What follows belongs to an exercise in optimizing a design on an open flow for a short achievable clock period; a production flow would make more cautious choices. Where RTL was checked, it was by simulation tests only, not by an equivalence proof against the original. Power and IR drop assume default switching activity.

// stack_cpu
module stack_cpu
(
  input  logic        clk,
  input  logic        rst_n,
  output logic [15:0] imem_addr,
  input  logic [15:0] insn,
  output logic [15:0] dmem_addr,
  output logic [15:0] dmem_wdata,
  output logic        dmem_we,
  output logic        dmem_re,
  output logic        dmem_byte,
  input  logic [15:0] dmem_rdata
);
Size: ~85 I/O pins, about 0.040 sq mm of cells after synthesis.
export LEC_CHECK = 0
export ABC_CLOCK_PERIOD_IN_PS = 2000
export CAP_MARGIN = 20
export CORE_MARGIN = 2
export CORE_UTILIZATION = 40
export PLACE_DENSITY = 0.6
export SLEW_MARGIN = 20
export SYNTH_HIERARCHICAL = 1
export SYNTH_MINIMUM_KEEP_SIZE = 0
export TNS_END_PERCENT = 10
create_clock -name core_clock -period 12.5 [get_ports {clk}]
standard.sh (not shown) runs the stock make flow with config.mk's settings and CLKGATE_MAP_FILE= SYNTH_SCRIPT=/design/flow/synth_recipe.tcl, a recipe that flattens the netlist after the stock synthesis.
==> flow/flow/run.sh <==
#!/bin/bash
set -euo pipefail
export SETUP_SLACK_MARGIN=6.2
export BUFFER_PORTS_ARGS="-buffer_cell sky130_fd_sc_hd__buf_6"
bash standard.sh > standard.log 2>&1
The starting point went through all stages and came out clean.
==> next run, changes <==
--- a/flow/flow/run.sh
+++ b/flow/flow/run.sh
@@ -3 +3 @@
-export SETUP_SLACK_MARGIN=6.2
+export SETUP_SLACK_MARGIN=9
Effect: The changed run produced a clean layout; register-to-register slack is better by 0.21 ns; final cell count went up by 2.2%; worst hold slack gets worse by 0.0091 ns; routed wire length climbs by 3.1%.
==> next run, changes <==
--- a/flow/flow/run.sh
+++ b/flow/flow/run.sh
@@ -3 +3 @@
-export SETUP_SLACK_MARGIN=9
+export SETUP_SLACK_MARGIN=7.5
--- a/flow/config.mk
+++ b/flow/config.mk
@@ -11,2 +11,2 @@
-export CORE_UTILIZATION = 40
-export PLACE_DENSITY = 0.6
+export CORE_UTILIZATION = 55
+export PLACE_DENSITY = 0.7
Power decreases by a few percent. Cell area came out lower by a few percent. Final cell count fell by a little under a tenth. Synthesized cell count is unchanged. Worst hold slack gets better by 0.0070 ns.

========
== birch ==
Another version of the RTL of stack_cpu (not shown whole).
Size in the first run: about 620 flip-flops, roughly 0.040 mm² of cells after synthesis.
==> flow/config.mk <==
export PLATFORM = sky130hd
export DESIGN_NAME = stack_cpu
export DESIGN_NICKNAME = stack_cpu
export VERILOG_FILES = /design/flow/design.v
export SDC_FILE = /design/flow/constraint.sdc
export NUM_CORES = 4
export LEC_CHECK = 0
export ABC_CLOCK_PERIOD_IN_PS = 2000
export CAP_MARGIN = 20
export CORE_MARGIN = 2
export CORE_UTILIZATION = 40
export PLACE_DENSITY = 0.6
export SLEW_MARGIN = 20
export SYNTH_HIERARCHICAL = 1
export SYNTH_MINIMUM_KEEP_SIZE = 0
export TNS_END_PERCENT = 10
==> flow/constraint.sdc <==
create_clock -name core_clock -period 12.5 [get_ports {clk}]
set_input_delay 2.5000 -clock core_clock [delete_from_list [all_inputs] [get_ports {clk}]]
set_output_delay 2.5000 -clock core_clock [all_outputs]
set_load 0.01 [all_outputs]
==> flow/flow/run.sh <==
#!/bin/bash
set -euo pipefail
export SETUP_SLACK_MARGIN=7.5
export BUFFER_PORTS_ARGS="-buffer_cell sky130_fd_sc_hd__buf_6"
bash standard.sh > standard.log 2>&1
Here is what was changed in the inputs of cedar compared with birch.
- SETUP_SLACK_MARGIN newly set to 5
- TNS_END_PERCENT removed (was 10)
==> flow/run.sh (new file) <==
#!/bin/bash
# synth_recipe.tcl (not shown) runs the flow's synth.tcl, then flattens the netlist and writes it again
# the make line also repeats each setting of config.mk as NAME=value (left out here)
make -C /OpenROAD-flow-scripts/flow DESIGN_CONFIG=/design/flow/config.mk WORK_HOME=/design/flow/orfs CLKGATE_MAP_FILE= SYNTH_SCRIPT=/design/flow/synth_recipe.tcl finish
removed: flow/flow/run.sh
removed: flow/standard.sh
## What came out
Of birch and cedar, birch shows the lower pin slew with the least headroom to its limit, with cedar above it.
The critical path capture point comes out dmem_addr[8] in one run and dmem_addr[6] in the other, namely in cedar and birch respectively.
Area added between synthesis and finish in cedar is 5.7 points lower than in birch
STATUS worst hold slack across all endpoints: cedar loses against birch
No functional check of the RTL was part of any run of this note.

-- afterwards: timing with drivers on the ports --
How much do the figures lean on ideal ports? The routed layouts below were timed once more, with nothing changed but the port constraints.
Step 1 sets driving cells, clkbuf_16 on the clock port and buf_2 on the other inputs (assumed; they add their load-dependent delay and slew).
Step 2 times the ports against the registers' clock, not the clock port: input delays grow and output delays shrink by t, the midpoint of the rising clock arrivals with the driver on.
Three values: ideal ports, drivers, drivers and shift; two values: the first two.
run | t (ns) | setup slack, ns | worst setup path at the end | worst slew at a driven data input, ns | pins driven straight from the clock port
the first run of note 1 | 0.685 | 5.511 / 5.263 / 5.263 | input to output | 0.29 | 1
the second run of note 1 | 0.717 | 5.529 / 5.263 / 5.263 | input to output | 0.33 | 1
the third run of note 1 | 0.654 | 5.456 / 5.112 / 5.112 | input to output | 0.38 | 1
birch | 0.715 | 5.466 / 5.328 / 5.328 | input to output | 0.29 | 1
cedar | 0.691 | 5.045 / 5.023 / 5.023 | input to output | 0.07 | 1
After both steps setup and hold are still met in every run listed. For the third run of note 1, which loses most, drivers alone change the setup slack by -0.344 ns; drivers and shift together by -0.344 ns.
